This is an optimization exercise on Yosys and OpenROAD, whose aim is small area and a short achievable clock period, not a production implementation. Function was checked by simulation only, so behaviour that the tests miss may differ from the original. Power figures rest on the tool's default switching activity, not on a simulated workload.

## float_accum_multi
module float_accum_multi #(
  parameter int unsigned EXP_W    = 8,
  parameter int unsigned MAN_W    = 23,
  parameter int unsigned GUARD_W  = 8,
  parameter int unsigned STRIDE_W = 16,
  parameter int unsigned DELAY_W  = 7,
  localparam int unsigned DATA_W  = 1 + EXP_W + MAN_W
) (
  input  logic                clk,
  input  logic                rst_n,
  input  logic                run,
  input  logic                running,
  input  logic [STRIDE_W-1:0] strideMinusOne,
  input  logic [DELAY_W-1:0]  delay0,
  input  logic [1:0]          mode,
  input  logic [DATA_W-1:0]   in0,
  output logic [DATA_W-1:0]   out0,
  output logic                done
);
  localparam int unsigned ACC_W = 288;
  localparam int unsigned NBLK  = 9;     
  logic [15:0] cnt_q;
  logic        start;
  assign start = (cnt_q == '0);
  always_ff @(posedge clk or negedge rst_n) begin
    if (!rst_n)       cnt_q <= '0;
    else if (run)     cnt_q <= 16'(delay0);
    else if (running) cnt_q <= start ? strideMinusOne : cnt_q - 16'd1;
  end
  logic        is_mm, is_min;      
  logic        wmm0, wmin0;        
  logic        s0, h0, emax0;
  logic [7:0]  e0, eff0;
  logic [22:0] f0;
  logic [85:0] sh0, sh1;
  logic [54:0] chunk0;
  assign is_mm  = start ? (mode == 2'd1 || mode == 2'd2) : wmm0;
  assign is_min = start ? (mode == 2'd2) : wmin0;
  assign {s0, e0, f0} = in0;
  assign emax0 = &e0;
  assign h0    = |e0;
  assign eff0  = {e0[7:1], e0[0] | ~h0};
  assign sh0   = {{31{s0}}, {1'b1, f0} ^ {24{s0}}, {31{s0}}} << {e0[4:1], 1'b0};
  assign sh1   = eff0[0] ? {sh0[84:0], s0} : sh0;
  always_comb begin
    chunk0     = sh1[85:31];
    chunk0[24] = h0 ? sh1[55] : s0;
    if (is_mm) chunk0 = {23'd0, in0};
  end
  ...
clock: 10.0 ns
lec_check: 0
cap_margin: 20
core_margin: 2
core_utilization: 35
place_density: 0.5
setup_slack_margin: 5
slew_margin: 20
tns_end_percent: 10
run.sh (not shown) runs the stock make flow with config.mk's settings and CLKGATE_MAP_FILE= SYNTH_SCRIPT=/design/flow/synth_recipe.tcl, a recipe that flattens the netlist after the stock synthesis.
Then changed:
--- a/flow/config.mk
+++ b/flow/config.mk
@@ -14 +13,0 @@
-export TNS_END_PERCENT = 10
After rerunning:
- sequential power went up by about 3%
- register-to-register slack barely changes
- area after synthesis stays the same
- first-iteration DRC count went up by about 2.6%
- worst setup slack improved by 12 ps
- worst hold slack got worse by 4.2 ps

* * *

== run a ==
Another version of the RTL of float_accum_multi (not shown whole).
Size: about 5700 cells after synthesis, about 530 flip-flops, ~94 I/O pins, about 0.047 mm2 of cells after synthesis.
clock: 10.0 ns
lec_check: 0
cap_margin: 30
core_margin: 2
core_utilization: 45
place_density: 0.6
setup_slack_margin: 5
slew_margin: 20
tns_end_percent: 0
Run a | stages: all done | timing, DRC, antenna: all pass
> inputs changed (run a -> run b)
# run a
export LEC_CHECK = 0
export CAP_MARGIN = 30
export CORE_MARGIN = 2
export CORE_UTILIZATION = 45
export PLACE_DENSITY = 0.6
export SETUP_SLACK_MARGIN = 5
export SLEW_MARGIN = 20
export TNS_END_PERCENT = 0
create_clock -name core_clock -period 10.0 [get_ports {clk}]
# run b
export LEC_CHECK = 0
export CAP_MARGIN = 30
export CORE_MARGIN = 2
export CORE_UTILIZATION = 35
export PLACE_DENSITY = 0.5
export SETUP_SLACK_MARGIN = 5
export SLEW_MARGIN = 20
export TNS_END_PERCENT = 0
create_clock -name core_clock -period 10.0 [get_ports {clk}]
A termination of the worst setup path of w3[16]$_DFFE_PP_ is what run a shows, while w3[7]$_DFFE_PP_ belongs to run b. Looking only at combinational power share, and setting everything else aside, the higher value of run a and run b goes to run b. Route | run b vs run a | wire longer in run b. Run b ends up with lower via total after detailed routing than run a does.

* * *

Setup of middle:
Another version of the RTL of float_accum_multi (not shown whole).
Size in the first run: about 5,800 cells after synthesis, about 94 I/O pins, roughly 46,000 um2 of cells after synthesis.
Settings: LEC_CHECK=0, CAP_MARGIN=20, CORE_MARGIN=2, CORE_UTILIZATION=55, PLACE_DENSITY=0.65, SLEW_MARGIN=20; clock period 10.0 ns.
Input-level comparison between east and middle:
-- flow/config.mk --
<<< middle, line 9
export CORE_MARGIN = 2
export CORE_UTILIZATION = 55
export PLACE_DENSITY = 0.65
export SLEW_MARGIN = 20
>>> east, line 9
export CORE_MARGIN = 2
export CORE_UTILIZATION = 25
export PLACE_DENSITY = 0.45
export SLEW_MARGIN = 20
--- outcome ---
Lower global-route usage among middle and east: east
middle → east: combinational power rose by about 2%; net switching share of the total power fell by 0.18 points.
Initial core utilization (higher): middle
middle → east: sequential fraction of total cell area went down 0.93 points, post-layout worst setup margin shows a reduction of 0.11 ns.

* * *

float_accum_multi, a different RTL version from the one above (not shown whole).
Size: ~6900 cells after synthesis, roughly 530 flip-flops, about 94 I/O pins.
clock: 10.0 ns
lec_check: 0
abc_area: 1
cap_margin: 30
core_margin: 2
core_utilization: 35
place_density: 0.5
setup_slack_margin: 5
slew_margin: 20
tns_end_percent: 0
The baseline finished with timing, DRC and antenna clean.
Rerun with:
Settings changed: ABC_AREA 1 to default, CAP_MARGIN 30 to 20, TNS_END_PERCENT 0 to 10.
After rerunning:
- The new run completed without violations
- final area rose by 3.4%
- hold slack is about the same
- die area is about the same
- core utilization went up by 1.5 points

* * *

Another version of the RTL of float_accum_multi (not shown whole).
Size: roughly 5700 cells after synthesis, about 530 flip-flops, about 94 I/O pins, roughly 48000 um^2 of cells after synthesis.
==> flow/config.mk <==
export PLATFORM = sky130hd
export DESIGN_NAME = float_accum_multi
export DESIGN_NICKNAME = float_accum_multi
export VERILOG_FILES = /design/flow/design.v
export SDC_FILE = /design/flow/constraint.sdc
export NUM_CORES = 4
export LEC_CHECK = 0
export CAP_MARGIN = 30
export CORE_MARGIN = 2
export CORE_UTILIZATION = 35
export PLACE_DENSITY = 0.5
export SETUP_SLACK_MARGIN = 5
export SLEW_MARGIN = 20
export TNS_END_PERCENT = 5
==> flow/constraint.sdc <==
create_clock -name core_clock -period 10.0 [get_ports {clk}]
set_input_delay 2.0000 -clock core_clock [delete_from_list [all_inputs] [get_ports {clk}]]
set_output_delay 2.0000 -clock core_clock [all_outputs]
set_load 0.01 [all_outputs]
Then changed:
Settings changed: CORE_UTILIZATION 35 to 45, PLACE_DENSITY 0.5 to 0.6, TNS_END_PERCENT 5 to 0.
Outcome: Clock-buffer cell count falls by 7. Worst hold slack loses 0.0033 ns. Sequential power barely changes. Register-to-register slack is worse by 0.19 ns. Non-clock buffer count shrinks by 87. Via count goes down slightly.
Then changed:
Settings changed: CORE_UTILIZATION 45 to 30, PLACE_DENSITY 0.6 to 0.45.
After rerunning: The new run finished with timing, DRC and antenna clean. Count of clock-buffer cells in the layout went up by 2. Sequential share of layout area went down by 0.70 points. Synthesized area stays the same. Clock skew went up by 0.016 ns. Global-route usage went down by 12 points. Worst hold slack is about the same. Setup slack improves by 0.078 ns. Clock power went up by about 7%. Via count went down by 0.85%.

==> port drivers added, routing unchanged <==
In the flow no input, the clock included, has a driving cell. The finished layouts below were timed again as built, in two steps. Step 1 assumes that a clkbuf_16 drives the clock port and a buf_2 every other input. Step 2 adds t to the input delays and takes it off the output delays; t is the mean of the earliest and latest rising clock arrival at the registers after step 1. Input paths then give back, and output paths get back, about the clock's delay inside the block. Three values: ideal ports, drivers, drivers and shift; two values: the first two.
| run | t (ns) | setup slack, ns | worst setup path after step 2 | worst register clock-pin slew, ns | worst slew at a driven data input, ns |
|---|---|---|---|---|---|
| the first run of note 1 | 0.780 | 4.583 / 4.583 / 4.197 | input to register | 0.07 / 0.07 | 0.05 |
| the second run of note 1 | 0.776 | 4.595 / 4.595 / 4.567 | input to register | 0.07 / 0.07 | 0.05 |
| run a | 0.736 | 4.502 / 4.502 / 4.352 | input to register | 0.07 / 0.07 | 0.05 |
| run b | 0.768 | 4.585 / 4.585 / 4.320 | input to register | 0.06 / 0.06 | 0.05 |
| middle | 0.730 | 1.391 / 1.391 / 1.391 | register to register | 0.07 / 0.07 | 0.06 |
| east | 0.774 | 1.279 / 1.279 / 1.279 | register to register | 0.07 / 0.07 | 0.07 |
| the first run of note 4 | 0.791 | 4.254 / 4.254 / 4.143 | input to register | 0.07 / 0.07 | 0.04 |
| the second run of note 4 | 0.770 | 4.718 / 4.718 / 4.718 | register to register | 0.07 / 0.07 | 0.07 |
| the first run of note 5 | 0.771 | 4.815 / 4.815 / 4.694 | input to register | 0.07 / 0.07 | 0.05 |
| the second run of note 5 | 0.740 | 4.624 / 4.624 / 4.624 | register to register | 0.07 / 0.07 | 0.05 |
| the third run of note 5 | 0.787 | 4.703 / 4.703 / 4.394 | input to register | 0.07 / 0.07 | 0.06 |
After both steps setup and hold are still met in every run listed. For the first run of note 1, which loses most, drivers alone change the setup slack by 0.000 ns; drivers and shift together by -0.386 ns.
